Source: an optimization exercise on an open RTL-to-GDS flow (aim: small area, a short achievable clock period and few clock cycles). Production flows keep margins and buffers that such runs may drop.
In this exercise RTL edits were held to simulation tests only and were not proved equivalent to the original.
Power and IR drop assume default switching activity.

==> flow/design.v <==
package jvl_pkg;
  localparam int MAX_JOINTS_DEF = 8;
  localparam int JOINT_W  = 3;
  localparam int POS_W    = 32;
  localparam int VEL_W    = 20;
  localparam int DT_W     = 20;
  localparam int DELTA_W  = 20;    
  localparam int COUNT_W  = 4;
  localparam int CFG_DATA_W = 20;
  localparam int CFG_IDX_W  = 1;
  localparam logic [CFG_IDX_W-1:0] CFG_NUM_JOINTS   = 1'd0;
  localparam logic [CFG_IDX_W-1:0] CFG_DEFAULT_STEP = 1'd1;
  localparam logic [COUNT_W-1:0] NUM_JOINTS_RST   = 4'd1;
  localparam logic [DT_W-1:0]    DEFAULT_STEP_RST = 20'd1049;
  localparam logic REQ_SYNC = 1'b1;
  localparam int VEL_MAX    = 393216;
  localparam int MARGIN     = 3277;
  localparam int TIME_SHIFT = 20;
  localparam int DT_SAT     = 419431;
  localparam int IN_TDATA_W  = 160;
  localparam int OUT_TDATA_W = 56;
endpackage
module jvl_limit (
  input  logic signed [jvl_pkg::VEL_W-1:0]   cmd,      
  input  logic signed [jvl_pkg::VEL_W-1:0]   last,     
  input  logic        [jvl_pkg::DELTA_W-1:0] delta,    
  input  logic                               near_lo,  
  input  logic                               near_hi,  
  output logic signed [jvl_pkg::VEL_W-1:0]   vel
);
  localparam int WW = jvl_pkg::VEL_W + 2;
  localparam logic signed [WW-1:0] VmaxW = WW'(jvl_pkg::VEL_MAX);
  localparam logic signed [WW-1:0] VminW = -VmaxW;
  logic signed [WW-1:0] last_x, delta_x, cmd_x, a, b, lo1, hi1, lo1c, hi1c;
  logic signed [jvl_pkg::VEL_W-1:0] v_sat;
  logic below, above, zero;
  always_comb begin
    last_x  = {{2{last[jvl_pkg::VEL_W-1]}}, last};
    delta_x = {2'b00, delta};
    cmd_x   = {{2{cmd[jvl_pkg::VEL_W-1]}}, cmd};
    a = cmd_x + delta_x;
    b = cmd_x - delta_x;
    below = last_x > a;
    above = last_x < b;
    lo1 = last_x - delta_x;
    hi1 = last_x + delta_x;
    lo1c = (lo1 < VminW) ? VminW : lo1;
    hi1c = (hi1 > VmaxW) ? VmaxW : hi1;
    v_sat = below ? lo1c[jvl_pkg::VEL_W-1:0] :
            above ? hi1c[jvl_pkg::VEL_W-1:0] : cmd;
    zero = (near_lo && v_sat[jvl_pkg::VEL_W-1]) ||
           (near_hi && !v_sat[jvl_pkg::VEL_W-1] && (v_sat != '0));
    vel = zero ? '0 : v_sat;
  end
endmodule
module jvl_integrate (
  input  logic signed [jvl_pkg::VEL_W-1:0] step,
  input  logic signed [jvl_pkg::POS_W-1:0] target,
  input  logic signed [jvl_pkg::POS_W-1:0] lo,
  input  logic signed [jvl_pkg::POS_W-1:0] hi,
  output logic signed [jvl_pkg::POS_W-1:0] target_next
);
  localparam int SW = jvl_pkg::POS_W + 1;
  logic signed [SW-1:0] sum, lo_x, hi_x;
  always_comb begin
    sum  = {target[jvl_pkg::POS_W-1], target} +
           {{(SW-jvl_pkg::VEL_W){step[jvl_pkg::VEL_W-1]}}, step};
    lo_x = {lo[jvl_pkg::POS_W-1], lo};
    hi_x = {hi[jvl_pkg::POS_W-1], hi};
    target_next = (sum < lo_x) ? lo : (sum > hi_x) ? hi : sum[jvl_pkg::POS_W-1:0];
  end
endmodule
module joint_velocity_limiter_integrator #(
  parameter int MAX_JOINTS = jvl_pkg::MAX_JOINTS_DEF
) (
  input  logic clk,
  input  logic rst,
  input  logic                                s_axis_tvalid,
  output logic                                s_axis_tready,
  input  logic [jvl_pkg::IN_TDATA_W-1:0]      s_axis_tdata,
  input  logic                                s_axis_tuser,
  output logic                                m_axis_tvalid,
  input  logic                                m_axis_tready,
  output logic [jvl_pkg::OUT_TDATA_W-1:0]     m_axis_tdata,
  input  logic                                cfg_we,
  input  logic [jvl_pkg::CFG_IDX_W-1:0]       cfg_index,
  input  logic [jvl_pkg::CFG_DATA_W-1:0]      cfg_data
);
  localparam int PW = jvl_pkg::POS_W;
  localparam int VW = jvl_pkg::VEL_W;
  localparam int DW = jvl_pkg::DT_W;
  localparam int JW = jvl_pkg::JOINT_W;
  localparam int CW = jvl_pkg::DELTA_W;
  localparam int NJ = 8;
  localparam logic [PW-1:0] CmdMax = PW'(jvl_pkg::VEL_MAX);
  localparam logic [PW-1:0] CmdMin = 32'hFFFA_0000;    
  logic [jvl_pkg::COUNT_W-1:0] num_joints;
  logic [DW-1:0]               default_step;
  logic                        count_wr, clear;
  assign count_wr = cfg_we && (cfg_index == jvl_pkg::CFG_NUM_JOINTS);
  assign clear    = rst || count_wr;
  always_ff @(posedge clk) begin
    if (rst) begin
      num_joints   <= jvl_pkg::NUM_JOINTS_RST;
      default_step <= jvl_pkg::DEFAULT_STEP_RST;
    end else if (cfg_we) begin
      if (cfg_index == jvl_pkg::CFG_NUM_JOINTS) begin
        num_joints <= cfg_data[jvl_pkg::COUNT_W-1:0];
      end else begin
        default_step <= cfg_data;
      end
    end
  end
  logic adv;
  logic          r0_v, r0_sync, r0_lo_en, r0_hi_en;
  logic [JW-1:0] r0_j;
  logic [PW-1:0] r0_cmd, r0_pos, r0_lo, r0_hi;
  logic [DW-1:0] r0_step;
  always_ff @(posedge clk) begin
    if (rst) begin
      r0_v <= 1'b0;
    end else if (adv) begin
      r0_v <= s_axis_tvalid;
    end
  end
  always_ff @(posedge clk) begin
    if (adv) begin
      r0_sync  <= (s_axis_tuser == jvl_pkg::REQ_SYNC);
      r0_j     <= s_axis_tdata[2:0];
      r0_cmd   <= s_axis_tdata[34:3];
      r0_pos   <= s_axis_tdata[66:35];
      r0_lo    <= s_axis_tdata[98:67];
      r0_hi    <= s_axis_tdata[130:99];
      r0_lo_en <= s_axis_tdata[131];
      r0_hi_en <= s_axis_tdata[132];
      r0_step  <= s_axis_tdata[152:133];
    end
  end
  logic              s1_act, s1_nlo, s1_nhi, s1_cross;
  logic [DW-1:0]     s1_dt;
  logic [DW+5:0]     s1_prod;
  logic [CW-1:0]     s1_dc;
  logic signed [VW-1:0] s1_cmd;
  logic [PW-1:0]     s1_lo, s1_hi;
  logic signed [PW:0] s1_pos_x, s1_lo_m, s1_hi_m;
  always_comb begin
    s1_act = num_joints[3] || (r0_j < num_joints[2:0]);
    s1_dt = (r0_step != '0) ? r0_step :
            (default_step != '0) ? default_step : DW'(1);
    s1_prod = {s1_dt, 5'b0} - {4'b0, s1_dt, 1'b0};
    s1_dc = (s1_dt >= DW'(jvl_pkg::DT_SAT)) ? CW'(2 * jvl_pkg::VEL_MAX) : s1_prod[4 +: CW];
    if (!r0_cmd[PW-1] && (r0_cmd > CmdMax)) begin
      s1_cmd = VW'(jvl_pkg::VEL_MAX);
    end else if (r0_cmd[PW-1] && (r0_cmd < CmdMin)) begin
      s1_cmd = CmdMin[VW-1:0];
    end else begin
      s1_cmd = r0_cmd[VW-1:0];
    end
    s1_pos_x = {r0_pos[PW-1], r0_pos};
    s1_lo_m  = {r0_lo[PW-1], r0_lo} + (PW+1)'(jvl_pkg::MARGIN);
    s1_hi_m  = {r0_hi[PW-1], r0_hi} - (PW+1)'(jvl_pkg::MARGIN);
    s1_nlo = r0_lo_en && (s1_pos_x <= s1_lo_m);
    s1_nhi = r0_hi_en && (s1_pos_x >= s1_hi_m);
    s1_cross = r0_lo_en && r0_hi_en && ($signed(r0_lo) > $signed(r0_hi));
    if (r0_sync) begin
      s1_lo = r0_pos;
      s1_hi = r0_pos;
    end else begin
      s1_lo = s1_cross ? r0_hi : r0_lo_en ? r0_lo : {1'b1, {(PW-1){1'b0}}};
      s1_hi = r0_hi_en ? r0_hi : {1'b0, {(PW-1){1'b1}}};
    end
  end
  logic          r1_v, r1_sync, r1_nlo, r1_nhi;
  logic [JW-1:0] r1_j;
  logic [DW-1:0] r1_dt;
  logic [CW-1:0] r1_dc;
  logic signed [VW-1:0] r1_cmd;
  logic [PW-1:0] r1_lo, r1_hi;
  always_ff @(posedge clk) begin
    if (rst) begin
      r1_v <= 1'b0;
    end else if (adv) begin
      r1_v <= r0_v && s1_act;
    end
  end
  always_ff @(posedge clk) begin
    if (adv) begin
      r1_sync <= r0_sync;
      r1_j    <= r0_j;
      r1_dt   <= s1_dt;
      r1_dc   <= s1_dc;
      r1_cmd  <= s1_cmd;
      r1_nlo  <= s1_nlo;
      r1_nhi  <= s1_nhi;
      r1_lo   <= s1_lo;
      r1_hi   <= s1_hi;
    end
  end
  logic signed [VW-1:0] vel_store [NJ];
  logic signed [VW-1:0] s2_last, s2_vel;
  assign s2_last = vel_store[r1_j];
  jvl_limit u_limit (
    .cmd     (r1_cmd),
    .last    (s2_last),
    .delta   (r1_dc),
    .near_lo (r1_nlo),
    .near_hi (r1_nhi),
    .vel     (s2_vel)
  );
  always_ff @(posedge clk) begin
    for (int k = 0; k < NJ; k++) begin
      if (clear) begin
        vel_store[k] <= '0;
      end else if (adv && r1_v && !r1_sync && (r1_j == JW'(k))) begin
        vel_store[k] <= s2_vel;
      end
    end
  end
  logic          r2_v, r2_sync;
  logic [JW-1:0] r2_j;
  logic signed [VW-1:0] r2_vel;
  logic [DW-1:0] r2_dt;
  logic [PW-1:0] r2_lo, r2_hi;
  always_ff @(posedge clk) begin
    if (rst) begin
      r2_v <= 1'b0;
    end else if (adv) begin
      r2_v <= r1_v;
    end
  end
  always_ff @(posedge clk) begin
    if (adv) begin
      r2_sync <= r1_sync;
      r2_j    <= r1_j;
      r2_vel  <= s2_vel;
      r2_dt   <= r1_dt;
      r2_lo   <= r1_lo;
      r2_hi   <= r1_hi;
    end
  end
  localparam int MW = VW + DW + 1;
  logic signed [MW-1:0] s3_prod;
  logic signed [VW-1:0] s3_step;
  always_comb begin
    s3_prod = r2_vel * $signed({1'b0, r2_dt});
    s3_prod = s3_prod + (MW'(1) <<< (jvl_pkg::TIME_SHIFT - 1));
    s3_step = s3_prod[jvl_pkg::TIME_SHIFT +: VW];
  end
  logic          r3_v, r3_sync;
  logic [JW-1:0] r3_j;
  logic signed [VW-1:0] r3_vel, r3_step;
  logic [PW-1:0] r3_lo, r3_hi;
  always_ff @(posedge clk) begin
    if (rst) begin
      r3_v <= 1'b0;
    end else if (adv) begin
      r3_v <= r2_v;
    end
  end
  always_ff @(posedge clk) begin
    if (adv) begin
      r3_sync <= r2_sync;
      r3_j    <= r2_j;
      r3_vel  <= r2_vel;
      r3_step <= s3_step;
      r3_lo   <= r2_lo;
      r3_hi   <= r2_hi;
    end
  end
  logic signed [PW-1:0] tgt_store [NJ];
  logic signed [PW-1:0] s4_last, s4_tgt;
  logic                 s4_res;
  assign s4_last = tgt_store[r3_j];
  assign s4_res  = adv && r3_v && !r3_sync;
  jvl_integrate u_integrate (
    .step        (r3_step),
    .target      (s4_last),
    .lo          (r3_lo),
    .hi          (r3_hi),
    .target_next (s4_tgt)
  );
  always_ff @(posedge clk) begin
    for (int k = 0; k < NJ; k++) begin
      if (clear) begin
        tgt_store[k] <= '0;
      end else if (adv && r3_v && (r3_j == JW'(k))) begin
        tgt_store[k] <= s4_tgt;
      end
    end
  end
  localparam int OW = VW + PW + JW;
  logic          out_v, skid_v, out_free;
  logic [OW-1:0] out_d, skid_d, s4_d;
  assign s4_d     = {r3_vel, s4_tgt, r3_j};
  assign out_free = !out_v || m_axis_tready;
  assign adv      = !skid_v;
  always_ff @(posedge clk) begin
    if (rst) begin
      out_v  <= 1'b0;
      skid_v <= 1'b0;
    end else if (out_free) begin
      out_v  <= skid_v || s4_res;
      skid_v <= 1'b0;
    end else if (s4_res) begin
      skid_v <= 1'b1;
    end
  end
  always_ff @(posedge clk) begin
    if (out_free) begin
      out_d <= skid_v ? skid_d : s4_d;
    end
  end
  always_ff @(posedge clk) begin
    if (!out_free && s4_res) begin
      skid_d <= s4_d;
    end
  end
  assign s_axis_tready = adv;
  assign m_axis_tvalid = out_v;
  assign m_axis_tdata  = {1'b0, out_d};
endmodule
==> flow/run.sh <==
#!/bin/bash
# synth_recipe.tcl (not shown) runs the flow's synth.tcl, then flattens the netlist and writes it again
# the make line also repeats each setting of config.mk as NAME=value (left out here)
make -C /OpenROAD-flow-scripts/flow DESIGN_CONFIG=/design/flow/config.mk WORK_HOME=/design/flow/orfs CLKGATE_MAP_FILE= SYNTH_SCRIPT=/design/flow/synth_recipe.tcl finish
==> flow/config.mk <==
export PLATFORM = sky130hd
export DESIGN_NAME = joint_velocity_limiter_integrator
export DESIGN_NICKNAME = joint_velocity_limiter_integrator
export VERILOG_FILES = /design/flow/design.v
export SDC_FILE = /design/flow/constraint.sdc
export NUM_CORES = 4
export LEC_CHECK = 0
export CAP_MARGIN = 20
export CORE_MARGIN = 2
export CORE_UTILIZATION = 40
export SLEW_MARGIN = 20
==> flow/constraint.sdc <==
create_clock -name core_clock -period 24.0 [get_ports {clk}]
set_input_delay 4.8000 -clock core_clock [delete_from_list [all_inputs] [get_ports {clk}]]
set_output_delay 4.8000 -clock core_clock [all_outputs]
set_load 0.01 [all_outputs]
==> summary.txt <==
[cells in the mapped netlist (all sizes together) (24+ instances only)]
master,count
mux2,85
a21o,92
a21oi,386
nand2b,74
o21ai,366
dfxtp,446
nor2,397
xnor2,146
o21a,47
mux4,24
xor2,43
inv,644
nor4,29
clkbuf,273
nand3,266
nand4,50
nor2b,60
and2,185
buf,46
nand2,592
ha,520
edfxtp,610
a22o,172
a211oi,31
nor3,86
mux2i,100
fa,326
[power breakdown]
group          total, uW  internal [uW]  switching (uW)
sequential          2300           2190             117
combinational       3800           1520            2280
clock               1770           1020             752
total               7870           4720            3150
[routing by layer]
metal	wire length, um	share of wire
met1	82200	0.46
met2	79700	0.45
met3	10400	0.059
met4	4700	0.027
met5	28	0.00016
[final cells by class]
| cell class | instances | share of cell area |
|---|---|---|
| Multi-Input combinational cell | 4364 | 0.467 |
| Sequential cell | 1056 | 0.371 |
| Clock buffer | 146 | 0.0408 |
| Timing Repair Buffer | 317 | 0.0408 |
| Tap cell | 2175 | 0.0370 |
| Inverter | 645 | 0.0330 |
| Clock inverter | 65 | 0.0107 |
[final timing paths]
check | from | end | slack, ps
setup / recovery | r3_j[2]$_DFFE_PN_ | out_d[12]$_DFFE_PN_ | 14210
hold / removal | r1_lo[3]$_DFFE_PN_ | r2_lo[3]$_DFFE_PN_ | 390
setup reg to reg | r3_j[2]$_DFFE_PN_ | out_d[12]$_DFFE_PN_ | 14210
hold reg to reg | r1_lo[3]$_DFFE_PN_ | r2_lo[3]$_DFFE_PN_ | 390
[layout by cell type, fill, tap and decap left out, drive strengths merged, types with 74 or more instances in the layout]
cell type and instances:
nor2 397, nand2b 74, and2 185, ha 520
clkbuf 146, buf 81, nand3 266, a21o 92
clkdlybuf4s50 236, dfxtp 446, nor3 86, inv 646
nand2 592, mux2i 100, edfxtp 610, xnor2 146
mux2 85, fa 326, a22o 172, a21oi 386
o21ai 366
[cells by family after synthesis]
group,share of synthesized area
AOI/OAI and AO/OA,0.130
adders and majority gates,0.200
other,0.0000576
DFF,0.418
xor gates and xnor gates,0.0255
buffers and inverters,0.0567
and+or+nand+nor,0.131
muxes,0.0384
[sequential cells by signal (all words and copies together), names as in the netlist, 55 cells and up]
| signal | count |
|---|---|
| tgt_store | 256 |
| vel_store | 160 |
| out_d | 55 |
| skid_d | 55 |
[worst max-delay path: cells and delay by family, from the launching register on]
family | cells | cell delay (ps)
XOR/XNOR | 1 | 370
buffers and inverters | 2 | 1080
multiplexers | 1 | 320
AO/OA/AOI/OAI | 22 | 5480
flip-flops | 1 | 750
adder cells (fa/ha/maj) | 2 | 800
AND/OR/NAND/NOR | 3 | 590
[per-stage QoR]
step           utilization  power (uW)  instances  instance area (um^2)  worst slack (ps)
6_report             0.453        7870       8768                 73500             14210
5_1_grt              0.453        8520       8768                 73500             13750
4_1_cts              0.453        7950       8768                 73500             14330
3_5_place_dp         0.429        6130       8557                 69700             14410
3_3_place_gp         0.429        6080       8555                 69600             14460
2_1_floorplan            -        4930       6384                 65100             12490
==> impl_metrics.json <==
{
  "tightest_slew_ps": 1240,
  "cts_sinks": 1056,
  "grt_pass1_wl_um": 276000,
  "via_per_inst": 5.40,
  "cp_common_cell": "a21o_1",
  "firstDrtPassIters": 6,
  "setup_violations": 0,
  "place_hpwl_um": 128000,
  "die_y_um": 407,
  "area_growth_pct": 12.9,
  "drive_above_1_share": 0.0670,
  "ys_seq_area_frac": 0.418,
  "root_buffer": "clkbuf_16",
  "drtAntennaViolNets": 0,
  "grt_use_met2": 0.335,
  "die_w_um": 407,
  "grt_max_degree": 225,
  "rsz0062_at_grt": "no",
  "fmax_mhz": 102,
  "power.leakage_uw": 0.0305,
  "ys.flop_type": "edfxtp_1",
  "ir_worst_vdd_mv": 0.199,
  "hold-path-cell-count": 0,
  "use_met3": 0.0276,
  "antenna_found_initial": 7,
  "criticalPathCategory": "flop to flop",
  "status": "finished clean",
  "grt_overflow": 0,
  "diodes": 0,
  "syn_area_um2": 65100,
  "final-seq-area_um2": 27200,
  "fin_hold_ws_ps": 395,
  "nNetsFinal": 7528,
  "end_kind": "flop",
  "use_met1": 0.302,
  "postCtsResizedCells": 0,
  "synth_largest_area_cell": "edfxtp_1",
  "initial_core_util": 0.401,
  "dieArea_um2": 166000,
  "wl_per_cell_um": 20.2,
  "crit_required_ps": 24480,
  "cpPeakStageDelay_ps": 900,
  "track_usage": 0.211,
  "coreArea_um2": 162000,
  "multi_input_area_um2": 34300,
  "worstRegToRegCells": 31,
  "clkLatencyLatePin_ps": 780,
  "finalSetupTns_ps": 0,
  "routed-via-count": 47400,
  "finClkSkew_ps": 91.9,
  "critical_path.max_fanout": 61,
  "hp-class": "flop to flop",
  "start_kind": "flop",
  "holdBufCountCts": 0,
  "dr.first_iter.drc_count": 3978,
  "cts_tree": "yes",
  "io_pins": 245,
  "yosys_warnings": 5,
  "cts_made_buffers": 111,
  "final_max_slew_viol_count": 0,
  "postCtsSetupRepairBufs": 0,
  "drc": 0,
  "max-slew-margin-rel": 0.172,
  "yosys.area.top_type_share": 0.281,
  "ys_async_sr_fraction": 0,
  "wl_um": 177000,
  "worstPathArrival_ps": 10260,
  "syn_area_per_cell_um2": 10.2,
  "row_count": 148,
  "fin_crit_sh": 0.408,
  "clkTransAtPathRegs_ps": 60,
  "syn_nets": 7417,
  "synth.top_cells.by_area": "edfxtp_1, dfxtp_1, fa_1",
  "syn-instance-count": 6384,
  "cts_htree_levels": 3,
  "gp_congestion": 0.904,
  "slowest_stage": "a21oi_1",
  "min_period_ps": 9790,
  "ys_types": 99,
  "clk_path_buf_depth": 3,
  "drv_cap": 0,
  "synth-edff-count": 610,
  "ys_ff_latch": 1056,
  "fillers": 15300,
  "hold_violations": 0,
  "busiest_layer": "met2",
  "powerDensity_nw_per_um2": 107,
  "grt_pass1_vias": 47200,
  "portBuffers": 236
}
Testbench counts, summed over its fixed seeds: cycles 32,200.

[port drivers added, routing unchanged]
Ports are ideal in the flow. The routed layout listed here was re-timed in OpenROAD.
Step 1: set_driving_cell puts a clkbuf_16 on clk and a buf_2 on each other input, an assumption about the parent block.
Step 2, shift: input delay + t, output delay - t, t = (earliest + latest rising clock arrival at the registers) / 2. This alone moves slack from input paths to output paths.
Three values: ideal, step 1, step 2; two values: the first two.
shift t [ns]: 0.817
setup WS [ns]: 14.214 / 14.214 / 14.214
worst hold slack (ns): 0.395 / 0.395 / 0.395
worst setup path after step 2: register to register
cell pins on the clock port's net: 1
After both steps setup and hold are still met in this run. For this run, drivers alone change the setup slack by 0.000 ns; drivers and shift together by 0.000 ns.
